This is an optimization exercise on Yosys and OpenROAD, whose aim is small area and a short achievable clock period, not a production implementation. Function was checked by simulation only, so behaviour that the tests miss may differ from the original. Power and IR drop assume default switching activity.

### flow/run.sh
#!/bin/bash
# synth_recipe.tcl (not shown) runs the flow's synth.tcl, then flattens the netlist and writes it again
# the make line also repeats each setting of config.mk as NAME=value (left out here)
make -C /OpenROAD-flow-scripts/flow DESIGN_CONFIG=/design/flow/config.mk WORK_HOME=/design/flow/orfs CLKGATE_MAP_FILE= SYNTH_SCRIPT=/design/flow/synth_recipe.tcl finish
### flow/config.mk
export PLATFORM = sky130hd
export DESIGN_NAME = qspi_mem_responder
export DESIGN_NICKNAME = qspi_mem_responder
export VERILOG_FILES = /design/flow/design.v
export SDC_FILE = /design/flow/constraint.sdc
export NUM_CORES = 4
export LEC_CHECK = 0
export CAP_MARGIN = 20
export CORE_MARGIN = 2
export CORE_UTILIZATION = 65
export CTS_CLUSTER_DIAMETER = 70
export CTS_CLUSTER_SIZE = 26
export PLACE_DENSITY = 0.72
export SETUP_SLACK_MARGIN = 3.3
export SLEW_MARGIN = 20
### flow/constraint.sdc
create_clock -name core_clock -period 5.0 [get_ports {clk_i}]
set_input_delay 1.0000 -clock core_clock [delete_from_list [all_inputs] [get_ports {clk_i}]]
set_output_delay 1.0000 -clock core_clock [all_outputs]
set_load 0.01 [all_outputs]
### flow/design.v
module qspi_mem_responder #(
    parameter int DEPTH        = 256,
    parameter int DUMMY_CYCLES = 6,
    parameter int SYNC_STAGES  = 2
) (
    input  logic                     clk_i,
    input  logic                     rst_i,
    input  logic                     cs_in,
    input  logic                     sck_i,
    input  logic [3:0]               sd_i,
    output logic [3:0]               sd_o,
    output logic [3:0]               sd_oen_o,
    input  logic                     bd_we_i,
    input  logic [$clog2(DEPTH)-1:0] bd_addr_i,
    input  logic [7:0]               bd_data_i
);
    localparam int NSLOT = 16;               
    localparam int NBYTE = DEPTH / NSLOT;    
    localparam int AW    = $clog2(DEPTH);
    localparam int BW    = $clog2(NBYTE);    
    localparam int PW    = AW - BW;          
    localparam logic [3:0] HDR_OP   = 4'd1;
    localparam logic [3:0] HDR_ADDR = 4'd7;
    localparam logic [3:0] HDR_LAST = 4'(7 + DUMMY_CYCLES);
    typedef enum logic [2:0] {
        ST_IDLE,
        ST_HDR,
        ST_RDATA,
        ST_WDATA,
        ST_IGNORE
    } state_t;
    logic [SYNC_STAGES-1:0]      cs_sync_reg;
    logic [SYNC_STAGES-1:0]      sck_sync_reg;
    logic [SYNC_STAGES-1:0][3:0] sd_sync_reg;
    always_ff @(posedge clk_i) begin
        if (rst_i) cs_sync_reg <= '1;
        else       cs_sync_reg <= {cs_sync_reg[SYNC_STAGES-2:0], cs_in};
        sck_sync_reg <= {sck_sync_reg[SYNC_STAGES-2:0], sck_i};
        sd_sync_reg  <= {sd_sync_reg[SYNC_STAGES-2:0], sd_i};
    end
    logic       cs_s, sck_s;
    logic [3:0] sd_s;
    assign cs_s  = cs_sync_reg[SYNC_STAGES-1];
    assign sck_s = sck_sync_reg[SYNC_STAGES-1];
    assign sd_s  = sd_sync_reg[SYNC_STAGES-1];
    logic                   sck_prev_reg;
    logic                   cs_prev_reg;
    logic [SYNC_STAGES-1:0] flush_reg;
    logic                   armed_reg;
    always_ff @(posedge clk_i) begin
        sck_prev_reg <= sck_s;
        if (rst_i) begin
            cs_prev_reg <= 1'b1;
            flush_reg   <= '0;
            armed_reg   <= 1'b0;
        end else begin
            cs_prev_reg <= cs_s;
            flush_reg   <= (flush_reg << 1) | SYNC_STAGES'(1);
            if (flush_reg[SYNC_STAGES-1] && cs_s)
                armed_reg <= 1'b1;
        end
    end
    logic sck_rise, sck_fall, cs_fall;
    assign sck_rise = sck_s & ~sck_prev_reg & ~cs_s;
    assign sck_fall = ~sck_s & sck_prev_reg & ~cs_s;
    assign cs_fall  = armed_reg & cs_prev_reg & ~cs_s;
    logic [PW-1:0] rot_reg;
    always_ff @(posedge clk_i) rot_reg <= rot_reg + PW'(1);
    state_t     state_reg;
    logic [3:0] hdr_cnt_reg;     
    logic [3:0] shift_reg;
    logic [7:0] shift_next;
    logic       is_read_reg;
    logic [AW-1:0] addr_reg;     
    logic       rd_phase_reg;    
    logic       wr_half_reg;     
    logic       fetch_on_reg;    
    logic       start_reg;       
    logic       rbuf_vld_reg;    
    logic [7:0] rbuf_reg;
    logic [7:0] cur_reg;         
    logic [7:0] cur_next;
    logic       rd_phase_next;
    assign shift_next = {shift_reg, sd_s};
    logic [PW-1:0] tap_pos_reg;   
    logic          tap_hit;
    logic [7:0]    tap_byte;
    logic          consume;
    logic          fetch;
    assign tap_hit = (tap_pos_reg == '0);
    assign consume = (state_reg == ST_RDATA) && sck_fall && !rd_phase_reg;
    assign fetch   = fetch_on_reg && tap_hit && (!rbuf_vld_reg || consume);
    assign cur_next = consume ? rbuf_reg : cur_reg;
    always_comb begin
        rd_phase_next = rd_phase_reg;
        if (state_reg == ST_HDR && sck_rise && hdr_cnt_reg == HDR_ADDR)
            rd_phase_next = 1'b0;
        else if (state_reg == ST_RDATA && sck_fall)
            rd_phase_next = !rd_phase_reg;
    end
    always_ff @(posedge clk_i) rd_phase_reg <= rd_phase_next;
    logic wr_commit;
    assign wr_commit = (state_reg == ST_WDATA) && sck_rise && wr_half_reg;
    always_ff @(posedge clk_i) begin
        if (fetch)
            rbuf_reg <= tap_byte ^ {8{rot_reg[0]}};
        cur_reg <= cur_next;
        if (sck_rise)
            shift_reg <= shift_next[3:0];
        sd_o <= rd_phase_next ? cur_next[7:4] : cur_next[3:0];
    end
    always_ff @(posedge clk_i) begin
        if (rst_i) begin
            state_reg <= ST_IDLE;
            sd_oen_o  <= '0;
        end else if (cs_s) begin
            state_reg <= ST_IDLE;
            sd_oen_o  <= '0;
        end else begin
            case (state_reg)
                ST_IDLE:   if (cs_fall) state_reg <= ST_HDR;
                ST_HDR: begin
                    if (sck_rise) begin
                        if (hdr_cnt_reg == HDR_OP) begin
                            if (shift_next != 8'hEB && shift_next != 8'h38)
                                state_reg <= ST_IGNORE;
                        end
                        if (hdr_cnt_reg == HDR_ADDR && !is_read_reg)
                            state_reg <= ST_WDATA;
                        if (hdr_cnt_reg == HDR_LAST)
                            state_reg <= ST_RDATA;
                    end
                end
                ST_RDATA:  if (sck_fall) sd_oen_o <= 4'hF;
                default: ;
            endcase
        end
    end
    always_ff @(posedge clk_i) begin
        if (state_reg == ST_IDLE) begin
            hdr_cnt_reg  <= '0;
            fetch_on_reg <= 1'b0;
        end else begin
            if (state_reg == ST_HDR && sck_rise)
                hdr_cnt_reg <= hdr_cnt_reg + 4'd1;
            if (start_reg)
                fetch_on_reg <= 1'b1;
        end
        if (start_reg)
            tap_pos_reg <= addr_reg[AW-1:BW] + rot_reg + PW'(1);
        else if (fetch && (addr_reg[BW-1:0] == '1))
            tap_pos_reg <= PW'(2);
        else
            tap_pos_reg <= tap_pos_reg + PW'(1);
        if (state_reg == ST_HDR && sck_rise && hdr_cnt_reg == HDR_OP)
            is_read_reg <= shift_next[0];    
        if (state_reg == ST_HDR && sck_rise && hdr_cnt_reg == HDR_ADDR) begin
            addr_reg     <= shift_next[AW-1:0];
            start_reg    <= is_read_reg;
            rbuf_vld_reg <= 1'b0;
            wr_half_reg  <= 1'b0;
        end else begin
            start_reg <= 1'b0;
            if (fetch || wr_commit)
                addr_reg <= addr_reg + AW'(1);
            if (fetch)
                rbuf_vld_reg <= 1'b1;
            else if (consume)
                rbuf_vld_reg <= 1'b0;
            if (state_reg == ST_WDATA && sck_rise)
                wr_half_reg <= !wr_half_reg;
        end
    end
    logic          wa_v_reg;
    logic [AW-1:0] wa_addr_reg;
    logic [7:0]    wa_data_reg;
    always_ff @(posedge clk_i) begin
        wa_v_reg <= wr_commit | bd_we_i;
        if (state_reg == ST_WDATA) begin
            wa_addr_reg <= addr_reg;
            wa_data_reg <= {shift_reg, sd_s};
        end else begin
            wa_addr_reg <= bd_addr_i;
            wa_data_reg <= bd_data_i;
        end
    end
    logic [PW-1:0]    wslot;
    logic [NSLOT-1:0] slot_hit, slot_miss;    
    logic [NBYTE-1:0] byte_hit, byte_miss;    
    logic [7:0]       wdata_n_reg;
    logic [NSLOT-1:0] slot_hit_next;
    logic [NBYTE-1:0] byte_hit_next;
    assign wslot = wa_addr_reg[AW-1:BW] + rot_reg;
    always_comb begin
        for (int p = 0; p < NSLOT; p++)
            slot_hit_next[p] = wa_v_reg && (wslot == PW'(p));
        for (int b = 0; b < NBYTE; b++)
            byte_hit_next[b] = (wa_addr_reg[BW-1:0] == BW'(b));
    end
    always_ff @(posedge clk_i) begin
        slot_hit    <= slot_hit_next;
        slot_miss   <= ~slot_hit_next;
        byte_hit    <= byte_hit_next;
        byte_miss   <= ~byte_hit_next;
        wdata_n_reg <= ~(wa_data_reg ^ {8{rot_reg[0]}});
    end
    logic [NSLOT-1:0][NBYTE-1:0][7:0] ring_reg;
    logic [NSLOT-1:0][NBYTE-1:0][7:0] ring_next;
    genvar gp, gb;
    generate
        for (gp = 0; gp < NSLOT; gp++) begin : g_slot
            for (gb = 0; gb < NBYTE; gb++) begin : g_byte
                logic sel, sel_n;
                assign sel   = ~(slot_miss[gp] | byte_miss[gb]);
                assign sel_n = ~(slot_hit[gp] & byte_hit[gb]);
                assign ring_next[gp][gb] =
                    ~((ring_reg[(gp + NSLOT - 1) % NSLOT][gb] | {8{sel}})
                      & ({8{sel_n}} | wdata_n_reg));
            end
        end
    endgenerate
    always_ff @(posedge clk_i) ring_reg <= ring_next;
    assign tap_byte = ring_reg[NSLOT-2][addr_reg[BW-1:0]];
endmodule
==> metrics.csv, run 1 <==
stage,metric,value,unit
run_status,status,timing/DRC/antenna clean,
clock_network,Root Driver,clkbuf_16,
worst_setup_path,CP peak stage delay,0.43,ns
grt,gr usage total,34.6,%
floorplan,Die Y,317,um
drt,DR pass1 iterations,6,
layout,layout cells sized above 1,7.05,%
worst_setup_path,Crit-path slowest cell,dfxtp_4,
clock_network,clk sink count,2208,
drt,metal3 WL,18.3,mm
grt,largest net degree at the start of global routing,145,
yosys,Async SR Flop Fraction,0,%
drt,Top Metal Used,met4,
yosys,Synth Instances,5502,
drt,Avg WL per Cell,27.1,um
worst_setup_path,critical-path cell list,buf_6,
drt,met2 wire len,78.2,mm
clock_network,clock latency (worst-skew pair),0.72,ns
power_and_ir_drop,VDD IR-drop max,0.352,mV
yosys,largest family of logic cells by synthesized area,compound AO/OA/AOI/OAI gates,
worst_setup_path,top cell family by delay on the critical path,flip-flops,
yosys,Post-synth EDFFs,21,
grt,global-route wire length before repair,263,mm
floorplan,Core Region,96900,um2
worst_setup_path,Critical Path AT,1.27,ns
clock_network,clk buf depth,3,
sta,Worst Max-Slew Pin Slew,0.990,ns
grt,total gr overflow,0,
worst_setup_path,Startpoint Class,flop,
drt,met1 wire length,75.0,mm
yosys,area share of fa/ha/maj cells after synthesis,0.319,%
sta,setup slack after layout,2.73,ns
yosys,synth unique cells,55,
grt,initial antenna violation count,5,
worst_setup_path,Crit path buffers/inverters,1,
yosys,Post-Syn Nets,5542,
sta,Clock Skews,0.0320,ns
worst_setup_path,critical path depth,1,
drt,via count,45000,
worst_setup_path,Setup crit end kind,output pin,
layout,register area,44500,um2
worst_setup_path,Worst Path Required,4.00,ns
yosys,Synth Area in XOR/XNOR,0.524,%
yosys,#FFs+latches synth,2208,
sta,fmax,0.441,GHz
sta,Final Cycle Share,45.3,%
clock_network,TritonCTS clock tree,built,
floorplan,Initial Util,65.6,%
sta,Rel. slew slack,34.0,%
layout,area grow syn2layout,7.80,%
drt,initial drt markers,5323,
drt,final wirelength,181,mm
power_and_ir_drop,P per Cell Area,428,nW/um2
worst_hold_path,hold crit path type,reg -> reg,
power_and_ir_drop,Pleak,0.0253,uW
floorplan,Die X-Extent,317,um
place,Setup WS pre-CTS,2.30,ns
clock_network,total CTS buffers,96,
grt,vias in the first global route,42200,
sta,final critical-path required period,2.27,ns
sta,RSZ-0062 raised after global routing,yes,
layout,# nets final,5396,
yosys,post-synthesis cell area,63600,um2
clock_network,H-tree lvl count,3,
worst_setup_path,path depth of the worst reg2reg path,7,
layout,area of the multi-input gates,17900,um2
yosys,Compound-Gate Fraction of Synth Area,20.4,%
sta,hold_ws,0.321,ns
layout,fill count,6786,
place,IO Port Bufs,32,
yosys,sequential area share after synthesis,69.9,%
yosys,Ys Warns,1,
drt,# DRC,0,
floorplan,Ports,33,
worst_hold_path,Worst Hold Path Cells,0,
floorplan,DIE AREA,100000,um2
place,Final GP Congestion,0.923,
sta,final setup fails,0,
layout,max reg flops,2048,
worst_setup_path,WS Path Type,reg -> out,
layout,Util after Layout,70.7,%
sta,Fin. Hold Viols,0,
yosys,Main synth FF type,dfxtp_1,
floorplan,row count,114,
sta,setup TNS,0,ns
flow_run,Max Cap Viol,0,
yosys,Avg Synthesized Cell Area,11.6,um2
drt,DRT antenna net count,0,
yosys,multiplexer share of the synthesized area,1.89,%
drt,Via density,6.76,
place,Final HPWL DP,99.9,mm
worst_setup_path,CP max FO,5,
clock_network,clk slew on worst S/H paths,0.10,ns
sta,Final Max Tran Viols,0,
yosys,area share of and/or/nand/nor cells after synthesis,4.37,%
kinds of logic after synthesis:
kind of cell	Yosys count
AND/OR/NAND/NOR	685
buffers and inverters	410
multiplexers	70
XOR/XNOR	38
adder cells (fa/ha/maj)	15
AO/OA/AOI/OAI	2076
flip-flops	2208
per-stage QoR:
step / instances / cell area (um2) / power [uW]
final: 6657 / 68500 / 29300
after floorplan: 5502 / 63700 / 20100
after global routing: 6652 / 68500 / 30100
after CTS: 6634 / 68000 / 29200
after global placement: 6471 / 64600 / 20700
after detailed placement: 6471 / 64600 / 20700
final timing paths:
| path | start | to | slack [ns] |
|---|---|---|---|
| worst max-delay path | sd_oen_o[0] | sd_oen_o[0] | 2.73 |
| worst min-delay path | sd_sync_reg[2] | sd_sync_reg[6] | 0.32 |
| worst max register to register | cs_sync_reg[1] | sd_o[0] | 2.83 |
| worst min register to register | sd_sync_reg[2] | sd_sync_reg[6] | 0.32 |
power breakdown:
group / internal [uW] / switching [uW]
clock network: 3660 / 5210
logic: 444 / 740
registers: 18700 / 572
total: 22800 / 6520
per-layer routing:
layer  up-vias  GRT usage (%)
met2      2292           52.4
met1     21800           48.0
met5         -              0
li1      20500              -
met4         0           15.5
met3       451           7.38
repair_timing:
action	4_1_cts	5_1_grt
setup buffers	44	12
resized for setup	120	65
setup endpoints to repair	1226	334
gates cloned	2	5
hold buffers	0	0
pin swaps	16	19
cells in the final DEF, fill, tap and decap left out, types with 21 or more instances in the layout:
cell type and instances:
buf_12 24, buf_4 49, buf_6 27, clkbuf_16 105
clkdlybuf4s50_1 24, dfxtp_1 2139, dfxtp_2 23, dfxtp_4 25
edfxtp_1 21, inv_1 26, mux2i_1 23, mux4_2 30
nand2_1 313, nand3_1 28, nor2_1 277, o22ai_1 2050
xnor2_1 27
cell usage after synthesis, types with 9 or more instances:
library cell,n,area share (%)
o22ai_1,2050,20
mux2i_1,25,0.39
edfxtp_1,21,0.99
a21oi_1,9,0.071
xnor2_1,31,0.43
nand3_1,31,0.24
nor2_1,280,1.7
mux2_2,9,0.16
ha_1,13,0.26
nand2_1,314,1.9
inv_1,28,0.17
clkbuf_1,357,2.1
dfxtp_1,2187,69
nor3_1,22,0.17
mux4_2,10,0.35
mux4_1,21,0.87
area by class of cell:
class                           count  share of cell area, %
Clock inverter                     10                  0.128
Sequential cell                  2208                   65.0
Timing Repair Buffer              137                   2.50
Antenna cell                        6                 0.0219
Clock buffer                      107                   3.72
Tap cell                         1276                   2.33
Multi-Input combinational cell   2884                   26.1
Inverter                           29                  0.184
==> run 2, diff against run 1 <==
--- a/flow/config.mk
+++ b/flow/config.mk
@@ -13,3 +13,3 @@
 export PLACE_DENSITY = 0.72
-export SETUP_SLACK_MARGIN = 3.3
+export SETUP_SLACK_MARGIN = 2.9
 export SLEW_MARGIN = 20
==> metrics.csv, run 2 <==
stage,metric,value,unit,change
grt,initial antenna violation count,6,,+1
yosys,largest family of logic cells by synthesized area,compound AO/OA/AOI/OAI gates,,
yosys,Main synth FF type,dfxtp_1,,
grt,total gr overflow,0,,unchanged
worst_setup_path,Worst Path Required,4.00,ns,about the same
yosys,top cell type by total area after synthesis,dfxtp_1,,
sta,final setup fails,0,,unchanged
drt,Via density,6.68,,-1.2%
worst_setup_path,WS Path Type,reg -> out,,
drt,# DRC,0,,unchanged
place,Setup WS pre-CTS,2.43,ns,+0.134 ns
floorplan,Ports,33,,unchanged
clock_network,clk buf depth,3,,unchanged
drt,DRT antenna net count,0,,unchanged
yosys,post-synthesis cell area,63600,um2,unchanged
clock_network,Root Driver,clkbuf_16,,
worst_setup_path,Startpoint Class,flop,,
worst_setup_path,critical-path cell list,buf_6,,
sta,Final Max Tran Viols,0,,unchanged
clock_network,clock latency (worst-skew pair),0.72,ns,about the same
yosys,sequential area share after synthesis,69.9,%,unchanged
floorplan,DIE AREA,100000,um2,unchanged
worst_hold_path,hold crit path type,reg -> reg,,
worst_hold_path,Worst Hold Path Cells,0,,unchanged
place,Final GP Congestion,0.928,,+0.60%
clock_network,H-tree lvl count,3,,unchanged
place,IO Port Bufs,32,,unchanged
clock_network,TritonCTS clock tree,built,,
yosys,Async SR Flop Fraction,0,%,unchanged
clock_network,hold buffer count at cts,0,,unchanged
sta,Fin. Hold Viols,0,,unchanged
drt,DR pass1 iterations,6,,unchanged
run_status,status,timing/DRC/antenna clean,,
floorplan,Initial Util,65.6,%,unchanged
drt,Top Metal Used,met5,,
drt,Avg WL per Cell,26.0,um,-4.2%
layout,max reg flops,2048,,unchanged
floorplan,row count,114,,unchanged
yosys,multiplexer share of the synthesized area,1.89,%,unchanged
yosys,synth unique cells,55,,unchanged
worst_setup_path,Setup crit end kind,output pin,,
worst_setup_path,CP peak stage delay,0.41,ns,-0.02 ns
floorplan,Die X-Extent,317,um,unchanged
sta,Rel. slew slack,29.8,%,-4.2 points
sta,setup slack after layout,2.78,ns,+0.0424 ns
worst_setup_path,Crit-path slowest cell,dfxtp_4,,
yosys,synth cell count leaders,"2187 x dfxtp_1, 2050 x o22ai_1, 357 x clkbuf_1",,
yosys,Avg Synthesized Cell Area,11.6,um2,unchanged
yosys,Synth Area in XOR/XNOR,0.524,%,unchanged
grt,global-route wire length before repair,255,mm,-3.1%
place,Final HPWL DP,97.0,mm,-3.0%
layout,"commonest non-fill, non-tap cell in the layout",dfxtp_1,,
yosys,Synth Instances,5502,,unchanged
layout,# nets final,5343,,-0.98%
drt,metal3 WL,15.2,mm,-17%
drt,met1 wire length,74.5,mm,-0.75%
sta,final critical-path required period,2.22,ns,-0.0424 ns
layout,area grow syn2layout,6.42,%,
sta,setup TNS,0,ns,unchanged
floorplan,Die Y,317,um,unchanged
drt,via count,44200,,-1.9%
yosys,Compound-Gate Fraction of Synth Area,20.4,%,unchanged
drt,met2 wire len,75.3,mm,-3.6%
yosys,area share of and/or/nand/nor cells after synthesis,4.37,%,unchanged
yosys,"top cells by area, synth","dfxtp_1 69%, o22ai_1 20%, clkbuf_1 2.1%, nand2_1 1.9%, nor2_1 1.7%",,
worst_setup_path,top cell family by delay on the critical path,flip-flops,,
sta,fmax,0.450,GHz,+1.9%
worst_setup_path,Critical Path AT,1.22,ns,-0.05 ns
clock_network,clk slew on worst S/H paths,0.09,ns,about the same
worst_setup_path,Crit path buffers/inverters,1,,unchanged
yosys,post-synth top area share,68.9,%,unchanged
yosys,Ys Warns,1,,unchanged
grt,largest net degree at the start of global routing,135,,-6.9%
yosys,most common cell in the netlist,dfxtp_1,,
power_and_ir_drop,VDD IR-drop max,0.409,mV,+16%
floorplan,Core Region,96900,um2,unchanged
flow_run,Max Cap Viol,0,,unchanged
yosys,Post-Syn Nets,5542,,unchanged
worst_setup_path,path depth of the worst reg2reg path,6,,-1
sta,RSZ-0062 raised after global routing,yes,,
sta,Worst Max-Slew Pin Slew,1.05,ns,+0.0624 ns
layout,layout cells sized above 1,4.71,%,-2.3 points
layout,most frequent cells in the layout,"2162 x dfxtp_1, 2050 x o22ai_1, 314 x nand2_1, 280 x nor2_1, 103 x clkbuf_16",,
clock_network,total CTS buffers,98,,+2.1%
grt,gr usage total,33.3,%,-1.3 points
sta,Final Cycle Share,44.5,%,-0.85 points
yosys,area share of fa/ha/maj cells after synthesis,0.319,%,unchanged
sta,Clock Skews,0.0345,ns,+0.00247 ns
power_and_ir_drop,Pleak,0.0251,uW,-0.93%
yosys,Post-synth EDFFs,21,,unchanged
worst_setup_path,CP max FO,5,,unchanged
yosys,#FFs+latches synth,2208,,unchanged
drt,initial drt markers,5193,,-2.4%
power_and_ir_drop,P per Cell Area,436,nW/um2,+1.9%
worst_setup_path,critical path depth,1,,unchanged
clock_network,clk sink count,2208,,unchanged
drt,final wirelength,172,mm,-4.9%
grt,vias in the first global route,41300,,-2.1%
-- run 2: cell counts after synthesis --
Identical to the previous run, type by type.
-- run 2: layout make-up --
class | instances | area (um2)
inverter | 29 | 111
clock buffer | 111 | 2620
multi-input combinational | 2885 | 17700
tap | 1276 | 1600
timing repair buffer | 81 | 931
fill | 6952 | 29200
sequential | 2208 | 44500
antenna | 1 | 2.50
clock inverter | 17 | 198
-- run 2: worst paths after layout --
| path | startpoint | end | slack (ns) |
|---|---|---|---|
| setup reg to reg | cs_sync_reg[1] | sd_o[0] | 2.80 |
| hold reg to reg | sd_sync_reg[3] | sd_sync_reg[7] | 0.33 |
| hold / removal | sd_sync_reg[3] | sd_sync_reg[7] | 0.33 |
| setup / recovery | sd_oen_o[0] | sd_oen_o[3] | 2.78 |
-- run 2: cell families after synthesis --
logic type / Yosys count
multiplexers: 70
buffers and inverters: 410
AND/OR/NAND/NOR: 685
AO/OA/AOI/OAI: 2076
flip-flops: 2208
XOR/XNOR: 38
adder cells (fa/ha/maj): 15
-- run 2: worst reg2reg max path: cells and delay by family (launching register included) --
| family | cells | cell delay, ns |
|---|---|---|
| fa+ha+maj | 1 | 0.21 |
| buf+inv | 1 | 0.14 |
| flops | 1 | 0.36 |
| mux | 2 | 0.58 |
| simple gates | 2 | 0.81 |
-- run 2: metrics by stage --
stage                     cell area, um2  cells  total power [uW]  util, %  hold WS [ns]
after floorplan                    63600   5502             20100        -         0.310
after global placement             64500   6472             20700     66.6         0.313
after detailed placement           64500   6472             20700     66.6         0.314
after CTS                          67500   6604             29400     69.7         0.336
after global routing               67600   6607             30300     69.8         0.345
final                              67600   6608             29500     69.8         0.334
-- run 2: repair_timing --
action | CTS | global route
cloned | 1 | 0
pin swaps | 6 | 2
buffers inserted | 3 | 3
endpoints found under the setup margin | 79 | 66
gates resized for setup | 77 | 12
-- run 2: layer usage --
layer  global-route usage, %  vias up
met4                    12.0        2
li1                        -    20400
met3                    6.03      379
met2                    51.4     2063
met1                    47.3    21300
met5                       0        -
-- run 2: power breakdown --
group,total (uW),internal [uW],switching [uW]
combinational,1110,411,700
clock,9110,3870,5240
sequential,19300,18700,560
==> run 3, diff against run 2 <==
--- a/flow/design.v
+++ b/flow/design.v
@@ -27,2 +27,3 @@
         ST_HDR,
+        ST_RWAIT,
         ST_RDATA,
@@ -45,3 +46,3 @@
     assign sd_s  = sd_sync_reg[SYNC_STAGES-1];
-    logic                   sck_prev_reg;
+    logic                   sck_rise_reg, sck_fall_reg;
     logic                   cs_prev_reg;
@@ -50,3 +51,6 @@
     always_ff @(posedge clk_i) begin
-        sck_prev_reg <= sck_s;
+        sck_rise_reg <= !rst_i && !cs_sync_reg[SYNC_STAGES-2]
+                        && sck_sync_reg[SYNC_STAGES-2] && !sck_sync_reg[SYNC_STAGES-1];
+        sck_fall_reg <= !rst_i && !cs_sync_reg[SYNC_STAGES-2]
+                        && !sck_sync_reg[SYNC_STAGES-2] && sck_sync_reg[SYNC_STAGES-1];
         if (rst_i) begin
@@ -63,4 +67,4 @@
     logic sck_rise, sck_fall, cs_fall;
-    assign sck_rise = sck_s & ~sck_prev_reg & ~cs_s;
-    assign sck_fall = ~sck_s & sck_prev_reg & ~cs_s;
+    assign sck_rise = sck_rise_reg;
+    assign sck_fall = sck_fall_reg;
     assign cs_fall  = armed_reg & cs_prev_reg & ~cs_s;
@@ -90,3 +94,5 @@
     assign tap_hit = (tap_pos_reg == '0);
-    assign consume = (state_reg == ST_RDATA) && sck_fall && !rd_phase_reg;
+    logic          rd_active;
+    assign rd_active = (state_reg == ST_RWAIT) || (state_reg == ST_RDATA);
+    assign consume = rd_active && sck_fall && !rd_phase_reg;
     assign fetch   = fetch_on_reg && tap_hit && (!rbuf_vld_reg || consume);
@@ -97,3 +103,3 @@
             rd_phase_next = 1'b0;
-        else if (state_reg == ST_RDATA && sck_fall)
+        else if (rd_active && sck_fall)
             rd_phase_next = !rd_phase_reg;
@@ -111,12 +117,10 @@
     end
-    always_ff @(posedge clk_i) begin
-        if (rst_i) begin
-            state_reg <= ST_IDLE;
-            sd_oen_o  <= '0;
-        end else if (cs_s) begin
-            state_reg <= ST_IDLE;
-            sd_oen_o  <= '0;
+    state_t state_next;
+    always_comb begin
+        state_next = state_reg;
+        if (rst_i || cs_s) begin
+            state_next = ST_IDLE;
         end else begin
             case (state_reg)
-                ST_IDLE:   if (cs_fall) state_reg <= ST_HDR;
+                ST_IDLE:   if (cs_fall) state_next = ST_HDR;
                 ST_HDR: begin
@@ -125,11 +129,11 @@
                             if (shift_next != 8'hEB && shift_next != 8'h38)
-                                state_reg <= ST_IGNORE;
+                                state_next = ST_IGNORE;
                         end
                         if (hdr_cnt_reg == HDR_ADDR && !is_read_reg)
-                            state_reg <= ST_WDATA;
+                            state_next = ST_WDATA;
                         if (hdr_cnt_reg == HDR_LAST)
-                            state_reg <= ST_RDATA;
+                            state_next = ST_RWAIT;
                     end
                 end
-                ST_RDATA:  if (sck_fall) sd_oen_o <= 4'hF;
+                ST_RWAIT:  if (sck_fall) state_next = ST_RDATA;
                 default: ;
@@ -137,2 +141,6 @@
         end
+    end
+    always_ff @(posedge clk_i) begin
+        state_reg <= state_next;
+        sd_oen_o  <= {4{state_next == ST_RDATA}};
     end
==> metrics.csv, run 3 <==
stage,metric,value,unit,change
floorplan,Die Y,317,um,about the same
grt,total gr overflow,0,,unchanged
yosys,synth cell count leaders,"2188 x dfxtp_1, 2051 x o22ai_1, 343 x clkbuf_1",,
drt,final wirelength,177,mm,+2.9%
sta,fmax,0.449,GHz,-0.12%
yosys,Synth Instances,5483,,-0.35%
yosys,most common cell in the netlist,dfxtp_1,,
worst_setup_path,Crit-path slowest cell,dfxtp_4,,
run_status,status,timing/DRC/antenna clean,,
sta,RSZ-0062 raised after global routing,yes,,
yosys,Async SR Flop Fraction,0,%,unchanged
layout,Util after Layout,69.8,%,about the same
grt,global-route wire length before repair,259,mm,+1.7%
worst_setup_path,Critical Path AT,1.23,ns,about the same
sta,Fin. Hold Viols,0,,unchanged
clock_network,H-tree lvl count,3,,unchanged
clock_network,clock latency (worst-skew pair),0.72,ns,about the same
grt,largest net degree at the start of global routing,141,,+4.4%
worst_setup_path,CP max FO,4,,-1
power_and_ir_drop,P per Cell Area,440,nW/um2,+0.98%
layout,layout cells sized above 1,5.54,%,+0.83 points
place,IO Port Bufs,32,,unchanged
worst_setup_path,reg-to-reg startpoint,slot_hit[11],,
worst_setup_path,Startpoint Class,flop,,
place,Final GP Congestion,0.909,,-2.1%
clock_network,hold buffer count at cts,0,,unchanged
yosys,area share of fa/ha/maj cells after synthesis,0.319,%,about the same
worst_hold_path,hold crit path type,reg -> reg,,
sta,Clock Skews,0.0239,ns,-0.0106 ns
yosys,synth unique cells,55,,unchanged
clock_network,TritonCTS clock tree,built,,
grt,gr usage total,34.1,%,+0.80 points
drt,DR pass1 iterations,6,,unchanged
yosys,top cell type by total area after synthesis,dfxtp_1,,
worst_setup_path,WS Path Type,reg -> out,,
power_and_ir_drop,VDD IR-drop max,0.322,mV,-21%
yosys,multiplexer share of the synthesized area,1.87,%,-0.011 points
floorplan,Initial Util,65.6,%,about the same
floorplan,Ports,33,,unchanged
power_and_ir_drop,Pleak,0.0248,uW,-1.3%
floorplan,Core Region,96900,um2,unchanged
worst_setup_path,path depth of the worst reg2reg path,3,,-3
yosys,Synth Area in XOR/XNOR,0.510,%,-0.014 points
yosys,Compound-Gate Fraction of Synth Area,20.6,%,+0.13 points
yosys,post-synthesis cell area,63500,um2,about the same
sta,Rel. slew slack,17.5,%,-12 points
worst_setup_path,Reg2Reg Setup Slack,2.89,ns,+0.09 ns
layout,fill count,6875,,-1.1%
yosys,Ys Warns,1,,unchanged
yosys,#FFs+latches synth,2209,,+0.045%
sta,Final Max Tran Viols,0,,unchanged
worst_setup_path,critical path depth,1,,unchanged
sta,Final Cycle Share,44.5,%,+0.052 points
drt,# DRC,0,,unchanged
drt,Avg WL per Cell,26.8,um,+2.9%
worst_setup_path,critical-path cell list,buf_6,,
worst_hold_path,Hold EP,sd_sync_reg[7],,
layout,# nets final,5336,,-0.13%
yosys,Main synth FF type,dfxtp_1,,
layout,register area,44500,um2,about the same
yosys,Avg Synthesized Cell Area,11.6,um2,+0.31%
layout,area grow syn2layout,6.37,%,about the same
clock_network,clk buf depth,3,,unchanged
floorplan,Die X-Extent,317,um,about the same
worst_setup_path,CP peak stage delay,0.40,ns,about the same
flow_run,Max Cap Viol,0,,unchanged
worst_setup_path,Setup crit end kind,output pin,,
drt,via count,44500,,+0.74%
worst_setup_path,r2r endpoint,ring_reg[1434],,
yosys,sequential area share after synthesis,69.9,%,about the same
worst_hold_path,Worst Hold Launch,sd_sync_reg[3],,
sta,final critical-path required period,2.23,ns,+0.00260 ns
floorplan,DIE AREA,100000,um2,about the same
drt,initial drt markers,5056,,-2.6%
layout,area of the multi-input gates,17500,um2,-1.1%
clock_network,clk sink count,2209,,+0.045%
yosys,"top cells by area, synth","dfxtp_1 69%, o22ai_1 20%, clkbuf_1 2.0%, nand2_1 1.8%, nor2_1 1.8%",,
layout,"commonest non-fill, non-tap cell in the layout",dfxtp_1,,
clock_network,Root Driver,clkbuf_16,,
yosys,Post-synth EDFFs,21,,unchanged
drt,DRT antenna net count,0,,unchanged
yosys,post-synth top area share,68.9,%,about the same
worst_setup_path,Crit path buffers/inverters,1,,unchanged
place,Final HPWL DP,101,mm,+3.8%
clock_network,total CTS buffers,99,,+1.0%
clock_network,clk slew on worst S/H paths,0.10,ns,about the same
floorplan,row count,114,,unchanged
worst_setup_path,Worst Path Required,4.00,ns,about the same
layout,max reg flops,2048,,unchanged
sta,setup TNS,0,ns,unchanged
worst_hold_path,Worst Hold Path Cells,0,,unchanged
sta,Worst Max-Slew Pin Slew,1.24,ns,+0.185 ns
grt,vias in the first global route,42200,,+2.2%
yosys,Post-Syn Nets,5523,,-0.34%
grt,initial antenna violation count,13,,+7
drt,Via density,6.74,,+0.82%
worst_setup_path,top cell family by delay on the critical path,flip-flops,,
yosys,largest family of logic cells by synthesized area,compound AO/OA/AOI/OAI gates,,
yosys,area share of and/or/nand/nor cells after synthesis,4.19,%,-0.19 points
sta,final setup fails,0,,unchanged
layout,most frequent cells in the layout,"2158 x dfxtp_1, 2051 x o22ai_1, 303 x nand2_1, 297 x nor2_1, 104 x clkbuf_16",,
-- run 3: cell families (layout without fill, tap and decap cells) --
logic type      Yosys count  count (layout)
compound gates         2091            2091
xor+xnor                 37              37
fa+ha+maj                15              15
buf+inv                 402             244
flops                  2209            2209
mux                      68              68
other cells               0               2
simple gates            661             661
-- run 3: through the flow --
step | instance area, um2 | std cells | setup WS [ns] | hold slack [ns] | power [uW]
CTS | 67500 | 6597 | 2.74 | 0.337 | 29700
global route | 67600 | 6601 | 2.73 | 0.340 | 30500
finish | 67600 | 6603 | 2.77 | 0.334 | 29700
detailed placement | 64500 | 6461 | 2.16 | 0.315 | 20800
floorplan | 63500 | 5483 | 3.02 | 0.310 | 20200
global placement | 64500 | 6461 | 2.25 | 0.312 | 20800
-- run 3: final cells by class --
cell class,instances,share of cell area [%]
tap,1276,2.36
multi-input combinational,2872,25.9
clock buffer,113,3.95
inverter,27,0.156
sequential,2209,65.8
clock inverter,17,0.304
timing repair buffer,87,1.49
antenna,2,0.00741
-- run 3: repair_timing --
| item | in CTS | in global routing |
|---|---|---|
| pin swaps | 2 | 14 |
| endpoints found under the hold margin | 0 | 0 |
| setup endpoints to repair | 68 | 140 |
| buffers inserted | 6 | 4 |
| gates resized for setup | 56 | 30 |
-- run 3: worst max-delay path by stage --
stage | end | from | slack (ns)
floorplan | tap_pos_reg[1] | rot_reg[0] | 3.02
global placement | rbuf_reg[7] | addr_reg[0] | 2.25
global route | sd_oen_o[2] | sd_oen_o[0] | 2.73
CTS | sd_oen_o[2] | sd_oen_o[0] | 2.74
detailed placement | rbuf_reg[4] | addr_reg[0] | 2.16
finish | sd_oen_o[2] | sd_oen_o[0] | 2.77
-- run 3: routing by layer --
layer	track usage [%]	share of wire, %
met3	6.80	9.2
met4	16.6	5.5
met2	53.4	44
met5	0	0.054
met1	45.5	41
-- run 3: power breakdown --
part | total [uW] | internal [uW] | switching (uW)
clock network | 9260 | 3950 | 5310
logic | 1130 | 430 | 701
registers | 19400 | 18800 | 602
==> run 4, diff against run 3 <==
--- a/flow/config.mk
+++ b/flow/config.mk
@@ -13,3 +13,3 @@
 export PLACE_DENSITY = 0.72
-export SETUP_SLACK_MARGIN = 2.9
+export SETUP_SLACK_MARGIN = 2.7
 export SLEW_MARGIN = 20
==> metrics.csv, run 4 <==
stage,metric,value,unit,change
run_status,status,timing/DRC/antenna clean,,
drt,# DRC,0,,unchanged
floorplan,Ports,33,,unchanged
worst_setup_path,Crit path buffers/inverters,1,,unchanged
floorplan,Die X-Extent,317,um,unchanged
sta,setup TNS,0,ns,unchanged
yosys,post-synth top area share,68.9,%,unchanged
floorplan,Die Y,317,um,unchanged
yosys,Main synth FF type,dfxtp_1,,
sta,Final Max Tran Viols,0,,unchanged
worst_setup_path,Setup crit end kind,flop,,
drt,DRT antenna net count,0,,unchanged
sta,hold_ws,0.334,ns,-0.0000710 ns
power_and_ir_drop,Combinational Power Share,3.7,%,about the same
layout,most frequent cells in the layout,"2161 x dfxtp_1, 2051 x o22ai_1, 303 x nand2_1, 297 x nor2_1, 104 x clkbuf_16",,
yosys,#FFs+latches synth,2209,,unchanged
layout,"commonest non-fill, non-tap cell in the layout",dfxtp_1,,
yosys,multiplexer share of the synthesized area,1.87,%,unchanged
clock_network,clock latency (worst-skew pair),0.72,ns,about the same
grt,gr usage total,34.0,%,about the same
worst_setup_path,top cell family by delay on the critical path,simple AND/OR/NAND/NOR gates,,
clock_network,TritonCTS clock tree,built,,
grt,initial antenna violation count,13,,unchanged
yosys,Ys Warns,1,,unchanged
sta,Final Cycle Share,44.7,%,+0.12 points
worst_setup_path,Critical Path AT,2.59,ns,+1.36 ns
power_and_ir_drop,clock network power share,31.2,%,about the same
worst_setup_path,CP max FO,9,,+5
clock_network,clk slew on worst S/H paths,0.10,ns,about the same
grt,largest net degree at the start of global routing,141,,unchanged
worst_setup_path,Worst Path Required,5.36,ns,+1.36 ns
flow_run,Max Cap Viol,0,,unchanged
yosys,top cell type by total area after synthesis,dfxtp_1,,
drt,initial drt markers,5017,,-0.77%
sta,setup slack after layout,2.77,ns,-0.00576 ns
yosys,Synth Instances,5483,,unchanged
power_and_ir_drop,VDD IR-drop max,0.324,mV,+0.46%
floorplan,Core Region,96900,um2,unchanged
layout,fill count,6888,,+0.19%
place,Final HPWL DP,101,mm,unchanged
floorplan,DIE AREA,100000,um2,unchanged
layout,layout cells sized above 1,4.93,%,-0.61 points
worst_hold_path,hold crit path type,reg -> reg,,
floorplan,row count,114,,unchanged
clock_network,clk sink count,2209,,unchanged
place,placed cell area,64500,um2,unchanged
drt,Via density,6.73,,about the same
clock_network,hold buffer count at cts,0,,unchanged
yosys,area share of fa/ha/maj cells after synthesis,0.319,%,unchanged
layout,area grow syn2layout,6.09,%,
clock_network,clk buf depth,3,,unchanged
yosys,Avg Synthesized Cell Area,11.6,um2,unchanged
clock_network,total CTS buffers,99,,unchanged
yosys,Post-synth EDFFs,21,,unchanged
worst_setup_path,"most used cell, CP",nand2b_1,,
sta,final setup fails,0,,unchanged
drt,DR pass1 iterations,5,,-1
worst_setup_path,CP peak stage delay,0.53,ns,+0.13 ns
worst_setup_path,Startpoint Class,flop,,
drt,final wirelength,176,mm,-0.64%
worst_setup_path,WS Path Type,reg -> reg,,
place,IO Port Bufs,32,,unchanged
yosys,Synth Area in XOR/XNOR,0.510,%,unchanged
yosys,area share of and/or/nand/nor cells after synthesis,4.19,%,unchanged
yosys,sequential area share after synthesis,69.9,%,unchanged
yosys,Compound-Gate Fraction of Synth Area,20.6,%,unchanged
yosys,largest family of logic cells by synthesized area,compound AO/OA/AOI/OAI gates,,
floorplan,Initial Util,65.6,%,unchanged
power_and_ir_drop,P_sw,6610,uW,about the same
place,Setup WS pre-CTS,2.16,ns,unchanged
sta,Worst Max-Slew Pin Slew,1.29,ns,+0.0489 ns
place,Final GP Congestion,0.909,,unchanged
yosys,synth cell count leaders,"2188 x dfxtp_1, 2051 x o22ai_1, 343 x clkbuf_1",,
power_and_ir_drop,design internal power,23100,uW,about the same
grt,total gr overflow,0,,unchanged
power_and_ir_drop,Reg power frac,65.1,%,about the same
power_and_ir_drop,Sw Ratio,22.2,%,about the same
drt,via count,44400,,-0.099%
power_and_ir_drop,P per Cell Area,441,nW/um2,+0.25%
worst_setup_path,Crit-path slowest cell,dfxtp_1,,
sta,Fin. Hold Viols,0,,unchanged
layout,max reg flops,2048,,unchanged
yosys,synth unique cells,55,,unchanged
sta,fmax,0.448,GHz,-0.26%
grt,vias in the first global route,42200,,-0.028%
clock_network,H-tree lvl count,3,,unchanged
worst_setup_path,critical-path cell list,nand2_1 > nor2_1 > ha_1 > nand2b_1 > nand2b_1 > inv_1,,
yosys,Async SR Flop Fraction,0,%,unchanged
power_and_ir_drop,Pleak,0.0248,uW,+0.12%
sta,Rel. slew slack,14.2,%,-3.3 points
drt,Avg WL per Cell,26.6,um,-0.58%
yosys,"top cells by area, synth","dfxtp_1 69%, o22ai_1 20%, clkbuf_1 2.0%, nand2_1 1.8%, nor2_1 1.8%",,
yosys,post-synthesis cell area,63500,um2,unchanged
sta,final critical-path required period,2.23,ns,+0.00576 ns
yosys,Post-Syn Nets,5523,,unchanged
sta,RSZ-0062 raised after global routing,yes,,
layout,final instance area,67400,um2,-0.27%
yosys,most common cell in the netlist,dfxtp_1,,
clock_network,Root Driver,clkbuf_16,,
sta,Clock Skews,0.0254,ns,+0.00156 ns
grt,global-route wire length before repair,259,mm,about the same
power_and_ir_drop,Tot Pwr,29700,uW,about the same
layout,# nets final,5330,,-0.11%
-- run 4: cell counts after synthesis --
No cell type changed its count.
-- run 4: stage by stage --
| step | std cells | utilization, % |
|---|---|---|
| 2_1_floorplan | 5483 | - |
| 3_3_place_gp | 6461 | 66.6 |
| 3_5_place_dp | 6461 | 66.6 |
| 4_1_cts | 6595 | 69.6 |
| 5_1_grt | 6595 | 69.6 |
| 6_report | 6599 | 69.6 |
-- run 4: power groups by stage --
stage	Sequential, uW	Clock, uW	Combinational [uW]
final	19400	9270	1120
after floorplan	19400	0	806
after CTS	19300	9280	1090
after detailed placement	19700	0	1080
after global routing	19400	9900	1200
after global placement	19700	0	1060
-- run 4: cells by family after synthesis --
logic type      after synthesis
flops                      2209
xor+xnor                     37
buf+inv                     402
mux                          68
compound gates             2091
fa+ha+maj                    15
simple gates                661
-- run 4: timing repair --
action,4_1_cts,5_1_grt
resized for setup,37,3
endpoints found under the setup margin,46,25
setup buffers,4,0
-- run 4: path summary, 6_finish.rpt --
path                       start        endpoint  slack (ns)  depth (start not counted)
setup / recovery    state_reg[1]     rbuf_reg[7]        2.77                          6
hold / removal    sd_sync_reg[3]  sd_sync_reg[7]        0.33                          0
hold reg to reg   sd_sync_reg[3]  sd_sync_reg[7]        0.33                          0
setup reg to reg    state_reg[1]     rbuf_reg[7]        2.77                          6
-- run 4: area by class of cell --
cell class | count | area (um2) | share of cell area, %
sequential | 2209 | 44500 | 66.0
clock buffer | 113 | 2670 | 3.96
timing repair buffer | 81 | 865 | 1.28
tap | 1276 | 1600 | 2.37
antenna | 4 | 10.0 | 0.0149
multi-input combinational | 2872 | 17500 | 25.9
inverter | 27 | 101 | 0.150
clock inverter | 17 | 205 | 0.304
-- run 4: metal layers --
| layer | GRT usage, % | wire (um) | vias to the layer above |
|---|---|---|---|
| met2 | 53.3 | 78000 | 2157 |
| met1 | 45.4 | 71600 | 21400 |
| met5 | 0 | 96 | - |
| li1 | - | - | 20400 |
| met3 | 6.94 | 16400 | 473 |
| met4 | 16.7 | 9360 | 14 |
==> run 5, diff against run 4 <==
--- a/flow/config.mk
+++ b/flow/config.mk
@@ -10,6 +10,6 @@
 export CORE_UTILIZATION = 65
-export CTS_CLUSTER_DIAMETER = 70
-export CTS_CLUSTER_SIZE = 26
+export CTS_CLUSTER_DIAMETER = 80
+export CTS_CLUSTER_SIZE = 30
 export PLACE_DENSITY = 0.72
-export SETUP_SLACK_MARGIN = 2.7
+export SETUP_SLACK_MARGIN = 2.9
 export SLEW_MARGIN = 20
==> metrics.csv, run 5 <==
stage,metric,value,unit,change
layout,# nets final,5320,,-0.19%
place,Final GP Congestion,0.909,,unchanged
sta,Final Max Tran Viols,0,,unchanged
clock_network,hold buffer count at cts,0,,unchanged
yosys,synth unique cells,55,,unchanged
worst_setup_path,critical-path cell list,buf_6,,
grt,grt peak-use layer,met2,,
layout,final std cells w/o fill,6575,,-0.36%
clock_network,H-tree lvl count,3,,unchanged
layout,most frequent cells in the layout,"2158 x dfxtp_1, 2051 x o22ai_1, 303 x nand2_1, 297 x nor2_1, 89 x clkbuf_16",,
drt,DRT antenna net count,0,,unchanged
drt,Avg WL per Cell,26.8,um,+0.88%
grt,initial antenna violation count,12,,-1
floorplan,row count,114,,unchanged
yosys,Main synth FF type,dfxtp_1,,
worst_setup_path,Crit-path slowest cell,dfxtp_4,,
power_and_ir_drop,VDD IR-drop max,0.374,mV,+16%
grt,largest net degree at the start of global routing,141,,unchanged
grt,met3 Usage GRT,6.93,%,about the same
worst_setup_path,Critical Path AT,1.22,ns,-1.37 ns
layout,max reg flops,2048,,unchanged
yosys,Async SR Flop Fraction,0,%,unchanged
grt,routing usage on met1,45.5,%,+0.11 points
worst_setup_path,r2r endpoint,ring_reg[1521],,
drt,final wirelength,176,mm,+0.51%
place,placed cell count,6461,,unchanged
worst_setup_path,top cell family by delay on the critical path,flip-flops,,
clock_network,clk sink count,2209,,unchanged
floorplan,Die Y,317,um,unchanged
drt,via count,44400,,-0.011%
sta,Fin. Hold Viols,0,,unchanged
layout,area grow syn2layout,5.48,%,
worst_setup_path,CP peak stage delay,0.40,ns,-0.13 ns
worst_hold_path,hold crit path type,reg -> reg,,
sta,Final Cycle Share,44.4,%,-0.29 points
worst_setup_path,WS Path Type,reg -> out,,
clock_network,clock latency (worst-skew pair),0.72,ns,about the same
run_status,status,timing/DRC/antenna clean,,
worst_setup_path,Reg2Reg Setup Slack,2.88,ns,+0.11 ns
yosys,#FFs+latches synth,2209,,unchanged
layout,layout cells sized above 1,4.84,%,-0.090 points
yosys,sequential area share after synthesis,69.9,%,unchanged
drt,DR pass1 iterations,6,,+1
worst_hold_path,Worst Hold Path Cells,0,,unchanged
clock_network,clk slew on worst S/H paths,0.11,ns,about the same
floorplan,Die X-Extent,317,um,unchanged
yosys,most common cell in the netlist,dfxtp_1,,
clock_network,clk buf depth,3,,unchanged
sta,Clock Skews,0.0349,ns,+0.00953 ns
place,IO Port Bufs,32,,unchanged
clock_network,total CTS buffers,83,,-16%
yosys,top cell type by total area after synthesis,dfxtp_1,,
sta,fmax,0.451,GHz,+0.66%
yosys,"top cells by area, synth","dfxtp_1 69%, o22ai_1 20%, clkbuf_1 2.0%, nand2_1 1.8%, nor2_1 1.8%",,
place,Final HPWL DP,101,mm,unchanged
worst_setup_path,Crit path buffers/inverters,1,,unchanged
yosys,post-synth top area share,68.9,%,unchanged
sta,final setup fails,0,,unchanged
worst_setup_path,Startpoint Class,flop,,
power_and_ir_drop,Pleak,0.0245,uW,-1.1%
drt,Via density,6.76,,+0.35%
worst_hold_path,Hold EP,sd_sync_reg[7],,
floorplan,Ports,33,,unchanged
yosys,Post-Syn Nets,5523,,unchanged
worst_setup_path,Worst Path Required,4.00,ns,-1.36 ns
yosys,post-synthesis cell area,63500,um2,unchanged
yosys,Avg Synthesized Cell Area,11.6,um2,unchanged
yosys,Synth Instances,5483,,unchanged
power_and_ir_drop,P per Cell Area,430,nW/um2,-2.6%
drt,initial drt markers,5146,,+2.6%
yosys,synth cell count leaders,"2188 x dfxtp_1, 2051 x o22ai_1, 343 x clkbuf_1",,
grt,gr usage total,34.0,%,-0.064 points
floorplan,Initial Util,65.6,%,unchanged
layout,fill count,6926,,+0.55%
clock_network,Root Driver,clkbuf_16,,
floorplan,Core Region,96900,um2,unchanged
yosys,Ys Warns,1,,unchanged
grt,total gr overflow,0,,unchanged
grt,vias in the first global route,42000,,-0.65%
worst_setup_path,CP max FO,4,,-5
sta,final critical-path required period,2.22,ns,-0.0145 ns
worst_setup_path,Setup crit end kind,output pin,,
sta,RSZ-0062 raised after global routing,yes,,
worst_setup_path,reg-to-reg startpoint,slot_hit[11],,
drt,# DRC,0,,unchanged
worst_hold_path,Worst Hold Launch,sd_sync_reg[3],,
yosys,Post-synth EDFFs,21,,unchanged
worst_setup_path,path depth of the worst reg2reg path,3,,-3
grt,global-route wire length before repair,258,mm,-0.23%
clock_network,TritonCTS clock tree,built,,
sta,Worst Max-Slew Pin Slew,1.28,ns,-0.00933 ns
grt,met2 Usage GRT,53.3,%,about the same
layout,"commonest non-fill, non-tap cell in the layout",dfxtp_1,,
flow_run,Max Cap Viol,0,,unchanged
sta,setup TNS,0,ns,unchanged
sta,Rel. slew slack,14.8,%,+0.62 points
floorplan,DIE AREA,100000,um2,unchanged
[run 5: cell counts after synthesis]
Identical to the previous run, type by type.
[run 5: timing repair]
action	in CTS	in global routing
gates resized for setup	58	24
setup endpoints to repair	64	132
endpoints found under the hold margin	0	0
buffers inserted	6	4
pin swaps	1	13
gates cloned	0	0
[run 5: logic make-up after synthesis]
| kind of cell | Yosys count | share of synthesized area (%) |
|---|---|---|
| fa+ha+maj | 15 | 0.319 |
| xor+xnor | 37 | 0.510 |
| compound gates | 2091 | 20.6 |
| simple gates | 661 | 4.19 |
| flops | 2209 | 69.9 |
| mux | 68 | 1.87 |
| buf+inv | 402 | 2.60 |
[run 5: layout make-up]
| type | instances | area, um2 | share of cell area, % |
|---|---|---|---|
| Sequential cell | 2209 | 44500 | 66.4 |
| Multi-Input combinational cell | 2872 | 17500 | 26.1 |
| Clock inverter | 2 | 13.8 | 0.0205 |
| Clock buffer | 97 | 2260 | 3.37 |
| Antenna cell | 5 | 12.5 | 0.0187 |
| Tap cell | 1276 | 1600 | 2.38 |
| Timing Repair Buffer | 87 | 1010 | 1.50 |
| Inverter | 27 | 105 | 0.157 |
[run 5: worst max path at each step]
stage                start             end  slack [ns]  depth (start not counted)
4_1_cts        sd_oen_o[0]     sd_oen_o[0]        2.75                          1
3_3_place_gp   addr_reg[0]     rbuf_reg[7]        2.25                          5
3_5_place_dp   addr_reg[0]     rbuf_reg[4]        2.16                          5
6_report       sd_oen_o[0]     sd_oen_o[2]        2.78                          1
5_1_grt        sd_oen_o[0]     sd_oen_o[2]        2.75                          1
2_1_floorplan   rot_reg[0]  tap_pos_reg[1]        3.02                          6
[run 5: where the power goes]
group / internal, uW / total (uW) / switching, uW
Combinational: 429 / 1130 / 700
Sequential: 18800 / 19400 / 601
Clock: 3230 / 8300 / 5070
[run 5: per-stage QoR]
| stage | power [uW] | worst slack, ns | hold WS, ns | util [%] | instance area [um2] |
|---|---|---|---|---|---|
| 2_1_floorplan | 20200 | 3.02 | 0.310 | - | 63500 |
| 3_3_place_gp | 20800 | 2.25 | 0.312 | 66.6 | 64500 |
| 3_5_place_dp | 20800 | 2.16 | 0.315 | 66.6 | 64500 |
| 4_1_cts | 28700 | 2.75 | 0.341 | 69.1 | 66900 |
| 5_1_grt | 29600 | 2.75 | 0.354 | 69.2 | 67000 |
| 6_report | 28800 | 2.78 | 0.338 | 69.2 | 67000 |
[run 5: per-layer routing]
layer  routed length, um  up-vias
li1                    -    20300
met1               71700    21500
met2               79000     2190
met3               17100      465
met4                8460       12
met5                  81        -
==> run 6, diff against run 5 <==
--- a/flow/config.mk
+++ b/flow/config.mk
@@ -9,6 +9,6 @@
 export CORE_MARGIN = 2
-export CORE_UTILIZATION = 65
-export CTS_CLUSTER_DIAMETER = 80
-export CTS_CLUSTER_SIZE = 30
-export PLACE_DENSITY = 0.72
+export CORE_UTILIZATION = 72
+export CTS_CLUSTER_DIAMETER = 70
+export CTS_CLUSTER_SIZE = 26
+export PLACE_DENSITY = 0.78
 export SETUP_SLACK_MARGIN = 2.9
==> metrics.csv, run 6 <==
stage,metric,value,unit,change
run_status,status,timing/DRC/antenna clean,,
layout,fill count,5350,,-23%
sta,fmax,0.452,GHz,+0.19%
power_and_ir_drop,VDD IR-drop max,0.366,mV,-2.4%
sta,Fin. Hold Viols,0,,unchanged
clock_network,total CTS buffers,95,,+14%
clock_network,TritonCTS clock tree,built,,
floorplan,row count,108,,-5.3%
sta,final critical-path required period,2.21,ns,-0.00422 ns
place,IO Port Bufs,32,,unchanged
clock_network,hold buffer count at cts,0,,unchanged
grt,initial antenna violation count,2,,-10
floorplan,Core Region,87200,um2,-10%
yosys,synth cell count leaders,"2188 x dfxtp_1, 2051 x o22ai_1, 343 x clkbuf_1",,
sta,Worst Max-Slew Pin Slew,1.29,ns,+0.0154 ns
flow_run,Max Cap Viol,0,,unchanged
yosys,area share of fa/ha/maj cells after synthesis,0.319,%,unchanged
yosys,#FFs+latches synth,2209,,unchanged
clock_network,clk slew on worst S/H paths,0.10,ns,about the same
worst_setup_path,Startpoint Class,flop,,
yosys,synth unique cells,55,,unchanged
yosys,Synth Instances,5483,,unchanged
grt,largest net degree at the start of global routing,170,,+21%
worst_setup_path,critical-path cell list,buf_2,,
worst_hold_path,hold crit path type,reg -> reg,,
layout,# nets final,5339,,+0.36%
sta,Final Max Tran Viols,0,,unchanged
clock_network,clock latency (worst-skew pair),0.71,ns,about the same
sta,final setup fails,0,,unchanged
yosys,multiplexer share of the synthesized area,1.87,%,unchanged
drt,final wirelength,173,mm,-2.0%
power_and_ir_drop,Pleak,0.0247,uW,+0.78%
worst_setup_path,CP max FO,4,,unchanged
drt,Via density,6.92,,+2.4%
place,Final GP Congestion,0.872,,-4.1%
yosys,largest family of logic cells by synthesized area,compound AO/OA/AOI/OAI gates,,
yosys,Main synth FF type,dfxtp_1,,
clock_network,clk sink count,2209,,unchanged
yosys,post-synth top area share,68.9,%,unchanged
layout,max reg flops,2048,,unchanged
floorplan,Initial Util,72.9,%,+7.3 points
drt,initial drt markers,5282,,+2.6%
place,placed cell area,64300,um2,-0.35%
worst_setup_path,Critical Path AT,1.21,ns,about the same
layout,most frequent cells in the layout,"2155 x dfxtp_1, 2051 x o22ai_1, 303 x nand2_1, 296 x nor2_1, 100 x clkbuf_16",,
worst_setup_path,Worst Path Required,4.00,ns,about the same
grt,global-route wire length before repair,257,mm,-0.58%
worst_setup_path,top cell family by delay on the critical path,flip-flops,,
yosys,post-synthesis cell area,63500,um2,unchanged
clock_network,H-tree lvl count,3,,unchanged
sta,Final Cycle Share,44.3,%,-0.084 points
sta,hold_ws,0.336,ns,-0.00186 ns
place,Final HPWL DP,95.6,mm,-5.0%
layout,final instance area,67300,um2,+0.50%
yosys,Post-Syn Nets,5523,,unchanged
layout,Util after Layout,77.3,%,+8.1 points
yosys,top cell type by total area after synthesis,dfxtp_1,,
worst_setup_path,WS Path Type,reg -> out,,
sta,setup TNS,0,ns,unchanged
power_and_ir_drop,Tot Pwr,29200,uW,+1.4%
yosys,Synth Area in XOR/XNOR,0.510,%,unchanged
worst_setup_path,CP peak stage delay,0.38,ns,-0.02 ns
yosys,Post-synth EDFFs,21,,unchanged
worst_setup_path,Setup crit end kind,output pin,,
yosys,sequential area share after synthesis,69.9,%,unchanged
yosys,Async SR Flop Fraction,0,%,unchanged
drt,DR pass1 iterations,5,,-1
floorplan,Die X-Extent,301,um,-4.9%
drt,DRT antenna net count,0,,unchanged
floorplan,Ports,33,,unchanged
worst_setup_path,Crit path buffers/inverters,1,,unchanged
yosys,area share of and/or/nand/nor cells after synthesis,4.19,%,unchanged
layout,area grow syn2layout,6.00,%,
sta,Clock Skews,0.0233,ns,-0.0117 ns
layout,layout cells sized above 1,5.53,%,+0.69 points
floorplan,DIE AREA,90600,um2,-9.6%
sta,Rel. slew slack,13.8,%,-1.0 points
drt,# DRC,0,,unchanged
sta,RSZ-0062 raised after global routing,yes,,
yosys,most common cell in the netlist,dfxtp_1,,
yosys,Avg Synthesized Cell Area,11.6,um2,unchanged
drt,via count,44800,,+0.80%
worst_setup_path,Crit-path slowest cell,dfxtp_4,,
clock_network,clk buf depth,3,,unchanged
yosys,Compound-Gate Fraction of Synth Area,20.6,%,unchanged
grt,total gr overflow,0,,unchanged
yosys,"top cells by area, synth","dfxtp_1 69%, o22ai_1 20%, clkbuf_1 2.0%, nand2_1 1.8%, nor2_1 1.8%",,
grt,vias in the first global route,42500,,+1.4%
clock_network,Root Driver,clkbuf_16,,
yosys,Ys Warns,1,,unchanged
power_and_ir_drop,P per Cell Area,433,nW/um2,+0.86%
floorplan,Die Y,301,um,-4.9%
layout,"commonest non-fill, non-tap cell in the layout",dfxtp_1,,
drt,Avg WL per Cell,26.7,um,-0.39%
grt,gr usage total,37.0,%,+3.1 points
-- run 6: repair_timing --
item | CTS | global route
gates resized for setup | 81 | 36
pin swaps | 14 | 14
buffers inserted | 13 | 9
cloned | 1 | 1
endpoints found under the setup margin | 69 | 122
-- run 6: worst paths after layout --
kind / slack [ns] / start / depth (start not counted) / to
hold reg to reg: 0.34 / sd_sync_reg[3] / 0 / sd_sync_reg[7]
setup / recovery: 2.79 / sd_oen_o[0] / 1 / sd_oen_o[3]
setup reg to reg: 2.80 / addr_reg[0] / 8 / rbuf_reg[6]
hold / removal: 0.34 / sd_sync_reg[3] / 0 / sd_sync_reg[7]
-- run 6: per-layer routing --
metal | wire (um) | GRT usage [%]
met5 | 13 | 0
met4 | 8510 | 16.4
met3 | 17000 | 7.00
met2 | 78700 | 58.8
met1 | 68800 | 49.9
-- run 6: cell families after synthesis --
| family | after synthesis |
|---|---|
| DFF | 2209 |
| AOI/OAI and AO/OA | 2091 |
| and+or+nand+nor | 661 |
| buffers and inverters | 402 |
| muxes | 68 |
| xor gates and xnor gates | 37 |
| adders and majority gates | 15 |
-- run 6: layout make-up --
cell class	instances	area, um2	area share, %
inverters	27	105	0.156
multi-input cells	2872	17600	26.2
well taps	1155	1450	2.15
clock buffers	107	2510	3.72
clock inverters	7	57.6	0.0855
flip-flops and latches	2209	44500	66.1
diodes	1	2.50	0.00372
repair buffers	94	1100	1.64
-- run 6: through the flow --
| step | setup WS, ns | instances |
|---|---|---|
| floorplan | 3.02 | 5483 |
| global placement | 2.20 | 6333 |
| detailed placement | 2.14 | 6333 |
| CTS | 2.73 | 6461 |
| global route | 2.72 | 6471 |
| finish | 2.79 | 6472 |
-- run 6: power by group --
| part | internal [uW] | switching (uW) |
|---|---|---|
| Sequential | 18800 | 600 |
| Combinational | 430 | 690 |
| Clock | 3590 | 5120 |
| Total | 22800 | 6410 |
==> run 7, diff against run 6 <==
--- a/flow/design.v
+++ b/flow/design.v
@@ -71,3 +71,11 @@
     logic [PW-1:0] rot_reg;
-    always_ff @(posedge clk_i) rot_reg <= rot_reg + PW'(1);
+    logic          rot_init_reg;
+    always_ff @(posedge clk_i) begin
+        if (rst_i)
+            rot_init_reg <= 1'b1;
+        if (!rst_i || rot_init_reg)
+            rot_reg <= rot_reg + PW'(1);
+        else
+            rot_reg <= '0;
+    end
     state_t     state_reg;
--- a/flow/config.mk
+++ b/flow/config.mk
@@ -9,6 +9,6 @@
 export CORE_MARGIN = 2
-export CORE_UTILIZATION = 72
-export CTS_CLUSTER_DIAMETER = 70
-export CTS_CLUSTER_SIZE = 26
-export PLACE_DENSITY = 0.78
+export CORE_UTILIZATION = 65
+export CTS_CLUSTER_DIAMETER = 80
+export CTS_CLUSTER_SIZE = 30
+export PLACE_DENSITY = 0.72
 export SETUP_SLACK_MARGIN = 2.9
==> metrics.csv, run 7 <==
stage,metric,value,unit,change
yosys,Async SR Flop Fraction,0,%,unchanged
sta,Rel. slew slack,13.4,%,-0.44 points
drt,Avg WL per Cell,26.7,um,about the same
grt,met2 Usage GRT,54.2,%,-4.6 points
drt,via count,44300,,-0.98%
yosys,Synth Instances,5483,,unchanged
grt,initial antenna violation count,2,,unchanged
sta,RSZ-0062 raised after global routing,yes,,
floorplan,DIE AREA,100000,um2,+11%
worst_setup_path,Crit-path slowest cell,dfxtp_4,,
clock_network,Root Driver,clkbuf_16,,
power_and_ir_drop,Pleak,0.0245,uW,-0.93%
power_and_ir_drop,P_sw,6340,uW,-1.1%
grt,vias in the first global route,42000,,-1.2%
flow_run,Max Cap Viol,0,,unchanged
sta,fmax,0.452,GHz,+0.16%
yosys,#FFs+latches synth,2209,,unchanged
grt,routing usage on met1,45.6,%,-4.2 points
power_and_ir_drop,design internal power,22400,uW,-1.6%
layout,# nets final,5314,,-0.47%
floorplan,Ports,33,,unchanged
power_and_ir_drop,P per Cell Area,429,nW/um2,-1.0%
layout,area of the multi-input gates,17500,um2,-0.48%
yosys,synth unique cells,53,,-3.6%
yosys,sequential area share after synthesis,69.9,%,about the same
clock_network,clk buf depth,3,,unchanged
worst_setup_path,top cell family by delay on the critical path,flip-flops,,
drt,final wirelength,176,mm,+1.5%
clock_network,clk sink count,2209,,unchanged
layout,final instance area,67000,um2,-0.48%
worst_setup_path,critical path launch point,sd_o[3],,
sta,final setup fails,0,,unchanged
sta,Final Max Tran Viols,0,,unchanged
yosys,post-synth top area share,68.9,%,about the same
worst_setup_path,Startpoint Class,flop,,
yosys,Main synth FF type,dfxtp_1,,
yosys,Post-synth EDFFs,21,,unchanged
worst_setup_path,critical-path cell list,buf_6,,
worst_setup_path,CP peak stage delay,0.37,ns,about the same
floorplan,Die X-Extent,317,um,+5.2%
grt,global-route wire length before repair,258,mm,+0.50%
yosys,"top cells by area, synth","dfxtp_1 69%, o22ai_1 20%, clkbuf_1 2.0%, nand2_1 1.8%, nor2_1 1.8%",,
place,placed cell area,64400,um2,+0.20%
sta,Fin. Hold Viols,0,,unchanged
place,Final GP Congestion,0.863,,-0.96%
worst_setup_path,critical path depth,1,,unchanged
worst_setup_path,reg-to-reg startpoint,addr_reg[0],,
yosys,most common cell in the netlist,dfxtp_1,,
clock_network,hold buffer count at cts,0,,unchanged
layout,fill count,7031,,+31%
run_status,status,timing/DRC/antenna clean,,
layout,Util after Layout,69.3,%,-8.0 points
worst_setup_path,CP max FO,1,,-3
sta,final critical-path required period,2.21,ns,-0.00364 ns
worst_setup_path,Critical Path AT,1.21,ns,about the same
floorplan,Initial Util,65.7,%,-7.2 points
layout,max reg flops,2048,,unchanged
power_and_ir_drop,Reg power frac,67.4,%,+1.1 points
yosys,Ys Warns,1,,unchanged
grt,largest net degree at the start of global routing,120,,-29%
layout,register area,44500,um2,about the same
sta,Clock Skews,0.0338,ns,+0.0105 ns
place,IO Port Bufs,32,,unchanged
grt,gr usage total,33.8,%,-3.2 points
floorplan,Die Y,317,um,+5.2%
power_and_ir_drop,Combinational Power Share,3.9,%,about the same
drt,DR pass1 iterations,7,,+2
yosys,post-synthesis cell area,63500,um2,about the same
yosys,Avg Synthesized Cell Area,11.6,um2,about the same
power_and_ir_drop,VDD IR-drop max,0.329,mV,-10%
floorplan,Core Region,96700,um2,+11%
==> run 7: cell count changes in the layout (fill, tap and decap cells not counted), sizes merged <==
cell / previous run / this run
nand2: 303 / 304
inv: 32 / 27
xnor2: 27 / 28
buf: 69 / 56
diode: 1 / 4
clkbuf: 108 / 95
bufinv: 0 / 1
a31oi: 1 / 0
or3: 1 / 0
clkinv: 1 / 2
==> run 7: layout make-up <==
class,count,share of cell area (%)
clock buffer,94,3.29
clock inverter,4,0.0728
inverter,27,0.157
multi-input combinational,2872,26.2
tap,1276,2.38
timing repair buffer,81,1.50
antenna,4,0.0149
sequential,2209,66.4
==> run 7: worst paths after layout <==
path | to | slack, ns
setup / recovery | sd_o[3] | 2.79
hold / removal | sd_sync_reg[5] | 0.33
setup reg to reg | rbuf_reg[6] | 2.93
hold reg to reg | sd_sync_reg[5] | 0.33
==> run 7: metrics by stage <==
stage / cells / total power, uW / hold WS (ns)
floorplan: 5483 / 20200 / 0.310
global placement: 6450 / 20800 / 0.312
detailed placement: 6450 / 20800 / 0.312
CTS: 6553 / 28700 / 0.328
global route: 6563 / 29500 / 0.337
finish: 6567 / 28700 / 0.334
==> run 7: cells by family after synthesis <==
logic type               after synthesis  share of synthesized area [%]
flip-flops                          2209                           69.9
AO/OA/AOI/OAI                       2090                           20.6
AND/OR/NAND/NOR                      661                           4.18
buffers and inverters                402                           2.59
multiplexers                          68                           1.87
XOR/XNOR                              38                          0.524
adder cells (fa/ha/maj)               15                          0.319
==> run 7: power groups by stage <==
stage | registers, uW | clock network (uW) | logic [uW]
floorplan | 19400 | 0 | 806
detailed placement | 19700 | 0 | 1050
global route | 19400 | 8880 | 1190
CTS | 19400 | 8260 | 1060
global placement | 19800 | 0 | 1020
finish | 19400 | 8260 | 1110
==> run 7: routing by layer <==
| metal | part of all wire (%) | vias up |
|---|---|---|
| li1 | - | 20300 |
| met1 | 41 | 21400 |
| met2 | 45 | 2225 |
| met3 | 9.2 | 431 |
| met4 | 4.7 | 2 |
| met5 | 0.0074 | - |
==> run 7: repair_timing <==
action                                  in CTS  in global routing
setup buffers                                5                  9
endpoints found under the setup margin      62                159
pin swaps                                    1                 16
resized for setup                           60                 36
cloned                                       0                  1
endpoints found under the hold margin        0                  0

port drivers added, routing unchanged:
How much do the figures lean on ideal ports? The routed layouts below were timed once more, with nothing changed but the port constraints.
Step 1 assumes that a clkbuf_16 drives the clock port and a buf_2 every other input.
Step 2 also shifts input and output timing later by t, the mid clock arrival at the registers, as if the neighbouring blocks saw the same clock.
Slacks: ideal ports / drivers / drivers and shift; pairs: ideal ports / drivers.
| run | t (ns) | setup WS [ns] | pins driven straight from the clock port |
|---|---|---|---|
| run 1 | 0.779 | 2.733 / 2.663 / 2.772 | 1 |
| run 2 | 0.776 | 2.776 / 2.702 / 2.675 | 1 |
| run 3 | 0.778 | 2.773 / 2.701 / 2.773 | 1 |
| run 4 | 0.778 | 2.767 / 2.697 / 2.767 | 1 |
| run 5 | 0.772 | 2.782 / 2.712 / 2.781 | 1 |
| run 6 | 0.768 | 2.786 / 2.714 / 2.721 | 1 |
| run 7 | 0.774 | 2.790 / 2.719 / 2.752 | 1 |
After both steps every run listed still meets setup and hold. The setup slack of run 2, which loses most, moves by -0.074 ns with the drivers and by -0.101 ns with both steps.
